Background: an optimization exercise with open tools, aiming at small area, a short achievable clock period and few clock cycles per item. Do not read the settings as production practice.
Function not checked in this run: the RTL went through the layout flow alone.

==> flow/design.v <==
module pow_stream #(
  parameter int DATA_W = 32,
  parameter int EXP_W  = 3,
  parameter int ID_W   = 1
) (
  input  logic              clk,
  input  logic              aresetn,
  input  logic              s_tvalid,
  output logic              s_tready,
  input  logic [DATA_W-1:0] s_tdata,
  input  logic [EXP_W-1:0]  s_texp,
  input  logic [ID_W-1:0]   s_tid,
  input  logic              s_tlast,
  output logic              m_tvalid,
  input  logic              m_tready,
  output logic [DATA_W-1:0] m_tdata,
  output logic [ID_W-1:0]   m_tid,
  output logic              m_tlast,
  output logic              m_tovf
);
  logic              r_busy;
  logic [2:0]        r_ops;     
  logic [3:0]        r_sel;     
  logic [DATA_W-1:0] r_p;
  logic [DATA_W-1:0] r_x;
  logic [ID_W-1:0]   r_id;
  logic              r_last;
  logic              o_v;
  logic [DATA_W-1:0] o_data;
  logic [ID_W-1:0]   o_id;
  logic              o_last;
  logic              w_out_free;
  logic              w_done;
  logic              w_take;
  logic [DATA_W-1:0] w_prod;
  logic [2:0]        w_ops;
  logic [3:0]        w_sel;
  assign w_out_free = ~o_v | m_tready;
  assign w_done     = r_busy & (r_ops <= 3'd1) & w_out_free;
  assign w_take     = s_tvalid & s_tready;
  assign s_tready   = aresetn & (~r_busy | w_done);
  assign w_prod = r_p * (r_sel[0] ? r_x : r_p);
  always_comb begin
    case (s_texp)
      3'd2:    begin w_ops = 3'd1; w_sel = 4'b0000; end
      3'd3:    begin w_ops = 3'd2; w_sel = 4'b0010; end
      3'd4:    begin w_ops = 3'd2; w_sel = 4'b0000; end
      3'd5:    begin w_ops = 3'd3; w_sel = 4'b0100; end
      3'd6:    begin w_ops = 3'd3; w_sel = 4'b0010; end
      3'd7:    begin w_ops = 3'd4; w_sel = 4'b1010; end
      default: begin w_ops = 3'd0; w_sel = 4'b0000; end
    endcase
  end
  always_ff @(posedge clk or negedge aresetn) begin
    if (!aresetn) begin
      r_busy <= 1'b0;
      o_v    <= 1'b0;
    end else begin
      if (w_take)      r_busy <= 1'b1;
      else if (w_done) r_busy <= 1'b0;
      if (w_done)          o_v <= 1'b1;
      else if (m_tready)   o_v <= 1'b0;
    end
  end
  always_ff @(posedge clk) begin
    if (w_take) begin
      r_ops  <= w_ops;
      r_sel  <= w_sel;
      r_p    <= (s_texp == '0) ? DATA_W'(1) : s_tdata;
      r_x    <= s_tdata;
      r_id   <= s_tid;
      r_last <= s_tlast;
    end else if (r_busy && r_ops > 3'd1) begin
      r_ops  <= r_ops - 3'd1;
      r_sel  <= {1'b0, r_sel[3:1]};
      r_p    <= w_prod;
    end
    if (w_done) begin
      o_data <= (r_ops == 3'd0) ? r_p : w_prod;
      o_id   <= r_id;
      o_last <= r_last;
    end
  end
  assign m_tvalid = o_v;
  assign m_tdata  = o_data;
  assign m_tid    = o_id;
  assign m_tlast  = o_last;
  assign m_tovf   = 1'b0;
endmodule
==> flow/run.sh <==
#!/bin/bash
# synth_recipe.tcl (not shown) runs the flow's synth.tcl, then flattens the netlist and writes it again
# the make line also repeats each setting of config.mk as NAME=value (left out here)
make -C /OpenROAD-flow-scripts/flow DESIGN_CONFIG=/design/flow/config.mk WORK_HOME=/design/flow/orfs CLKGATE_MAP_FILE= SYNTH_SCRIPT=/design/flow/synth_recipe.tcl finish
==> flow/config.mk <==
export PLATFORM = sky130hd
export DESIGN_NAME = pow_stream
export DESIGN_NICKNAME = pow_stream
export VERILOG_FILES = /design/flow/design.v
export SDC_FILE = /design/flow/constraint.sdc
export NUM_CORES = 4
export LEC_CHECK = 0
export CAP_MARGIN = 20
export CORE_MARGIN = 2
export CORE_UTILIZATION = 40
export SLEW_MARGIN = 20
==> flow/constraint.sdc <==
create_clock -name core_clock -period 7.6 [get_ports {clk}]
set_input_delay 1.5200 -clock core_clock [delete_from_list [all_inputs] [get_ports {clk}]]
set_output_delay 1.5200 -clock core_clock [all_outputs]
set_load 0.01 [all_outputs]
==> metrics.cfg <==
[logic_synthesis]
synth_cell_types = 60
synth_top_area_share_pct = 39.9
yosysWarnings = 1
async_flop_share_pct = 1.83
synth.most_common_cell = fa_1
synth_top_cells_by_count = fa_1 (408), inv_1 (382), nand2_1 (288)
synth_edf_count = 107
synth-seq-cells = 109
netlist_top_cells_area = fa_1 (40%), edfxtp_1 (16%), and2_1 (8.5%)
postSynthAreaPerCell_um2 = 9.93
syn-num-nets = 2637
ys.flop_type = edfxtp_1
yosysTopAreaCell = fa_1
seq_area_frac_synth_pct = 15.9
synth_area_um2 = 20500
synth_cells = 2062

[place]
place_hpwl_um = 45800
gp_congestion = 0.949
port_buffers = 76

[global_route]
grt_use_total_pct = 23.6
grt_max_degree = 45
antenna_found_initial = 1
grt_pass1_wl_um = 94500
overflow = 0
grt_pass1_vias = 15850

[hold_path]
whs_path_depth = 0
hold_path_class = flip-flop to flip-flop

[setup_path]
rrSetupSlack_ns = 0.15
required_ns = 7.72
worst_ep_arrival_time_ns = 7.56
cp_max_fo = 20
worst_r2r_endpoint = o_data[29]
r2r-start = r_sel[0]
startpoint = r_sel[0]
cp-start-kind = flip-flop
cp-end-kind = flip-flop
critPathKind = flip-flop to flip-flop
rr_worst_depth = 24
crit_end = o_data[29]

[routing]
antenna_left = 0
wl_um = 61300
first_pass_iters = 5
avgViaCountPerCell = 5.17
routedWlPerCell_um = 21.6
first_iter_violations = 1190
drc = 0
num_vias = 14653

[timing]
setup_tns_ns = 0
fin_crit_sh_pct = 98.0
hold_viol_final = 0
skew_ns = 0.00808
fin_crit_ns = 7.45
fin_hold_ws_ns = 0.440
tightest_slew_ns = 1.06
fmax_mhz = 134
slew_violations = 0
setup_viol = 0
rsz0062_at_grt = yes
slew_headroom_pct = 29.1

[cts]
clock_path_buffers = 2
clk_pin_slew_ns = 0.08
cts_tree = built
ctsHoldBuffers = 0
numCtsBuffers = 9
htree_num_levels = 3
clock_latency_ns = 0.36
cts_root_buf = clkbuf_16
cts.sinks = 109

[floorplanning]
die_x_um = 230
die_h_um = 230
rows = 82
die-area_um2 = 53000
coreArea_um2 = 50400
io_pins = 78
start_util_pct = 40.6

[layout]
fillers = 4727
layout-drive-gt1-share_pct = 9.26
area_growth_pct = 12.9
final_nets = 2729

[outcome]
status = no timing/DRC/antenna violations

[flow_run]
max-cap-violations = 0

## stage by stage
step           area [µm²]  setup WS, ns  util [%]  cells
2_1_floorplan       20500        0.0567         -   2062
3_3_place_gp        22400       -0.0212      44.5   2792
3_5_place_dp        22400        -0.165      44.5   2792
4_1_cts             22800       0.00180      45.2   2812
5_1_grt             23100        -0.113      45.9   2831
6_report            23100         0.152      45.9   2832
## critical path: stages (launching register included)
cell	delay [ns]
edfxtp_1	0.40
buf_12	0.19
mux2_2	0.38
buf_12	0.17
and2_1	0.19
fa_1	0.53
inv_1	0.05
fa_1	0.48
fa_1	0.58
fa_1	0.47
fa_1	0.57
inv_1	0.05
fa_1	0.45
fa_1	0.56
fa_1	0.47
ha_4	0.30
nand2_1	0.08
nor2_2	0.17
nand4_1	0.13
o221ai_2	0.28
o21ai_2	0.09
nand2b_1	0.08
a21oi_1	0.08
xnor2_1	0.15
mux2_2	0.28
## sequential cells by signal, summed over array words and instances, names as in the netlist
name    cells
r_x        32
r_p        32
r_busy      1
o_last      1
r_sel       4
r_last      1
r_ops       3
o_id        1
o_data     32
r_id        1
o_v         1
## layout by cell type, fill, tap and decap left out, types with 4 or more instances in the layout
master,n
fa_1,406
xor2_1,14
o21ai_1,8
mux2i_1,4
nor2b_1,26
o21ai_0,19
nor3_1,4
clkbuf_16,9
xnor2_2,5
o211ai_1,5
mux2_2,18
a22o_1,26
xnor2_1,61
buf_4,97
and2_1,279
o21ai_2,5
a21o_1,10
nand3_1,8
o21a_1,14
ha_1,122
nand2b_1,12
nor2_1,27
nand2_1,287
clkdlybuf4s50_1,76
mux2_4,21
a21oi_1,25
buf_12,8
inv_1,381
edfxtp_1,107
## metal layers
metal	GRT usage, %	vias up	routed length [µm]
met2	38.7	570	28300
met5	0	-	0
met3	2.08	90	4020
met1	32.9	7572	26700
li1	-	6421	-
met4	8.19	0	2290
## cell families after synthesis
logic type               Yosys count  synth area share, %
AO/OA/AOI/OAI                    145                 4.78
flip-flops                       109                 15.9
other                              1               0.0183
multiplexers                      39                 2.41
adder cells (fa/ha/maj)          534                 47.6
buffers and inverters            493                 9.25
AND/OR/NAND/NOR                  659                 16.3
XOR/XNOR                          82                 3.72
## final cells by class
cell class | count | area, µm² | area share [%]
clock buffers | 9 | 225 | 0.974
diodes | 1 | 2.50 | 0.0108
inverters | 383 | 1440 | 6.22
repair buffers | 183 | 1690 | 7.32
clock inverters | 7 | 63.8 | 0.276
multi-input cells | 1468 | 15600 | 67.4
flip-flops and latches | 109 | 3260 | 14.1
well taps | 672 | 841 | 3.64
## how the worst min path moves through the flow
stage	slack, ns	from	to
final	0.44	r_id	o_id
after global routing	0.46	r_id	o_id
after CTS	0.44	r_id	o_id
after detailed placement	0.41	r_id	o_id
after global placement	0.41	r_last	o_last
after floorplan	0.40	r_id	o_id
## what timing repair did
action,4_1_cts,5_1_grt
cloned,2,6
endpoints found under the setup margin,10,20
buffers inserted,2,12
gates resized for setup,9,41
pin swaps,0,11

what the ideal ports hide:
The flow's constraints put no driver on any port. The routed layout listed below was extracted and timed again, unchanged, in two steps.
Step 1 sets driving cells, clkbuf_16 on the clock port and buf_2 on the other inputs (assumed; they add their load-dependent delay and slew).
Step 2 times the ports against the registers' clock, not the clock port: input delays grow and output delays shrink by t, the midpoint of the rising clock arrivals with the driver on.
Three values: ideal, step 1, step 2; two values: the first two.
t (ns): 0.405
setup slack, ns: 0.152 / 0.152 / 0.152
hold slack, ns: 0.440 / 0.440 / 0.440
worst setup path after step 2: register to register
worst slew at a driven data input, ns: 0.05
After both steps this run still meets setup and hold. For this run, drivers alone change the setup slack by 0.000 ns; drivers and shift together by 0.000 ns.
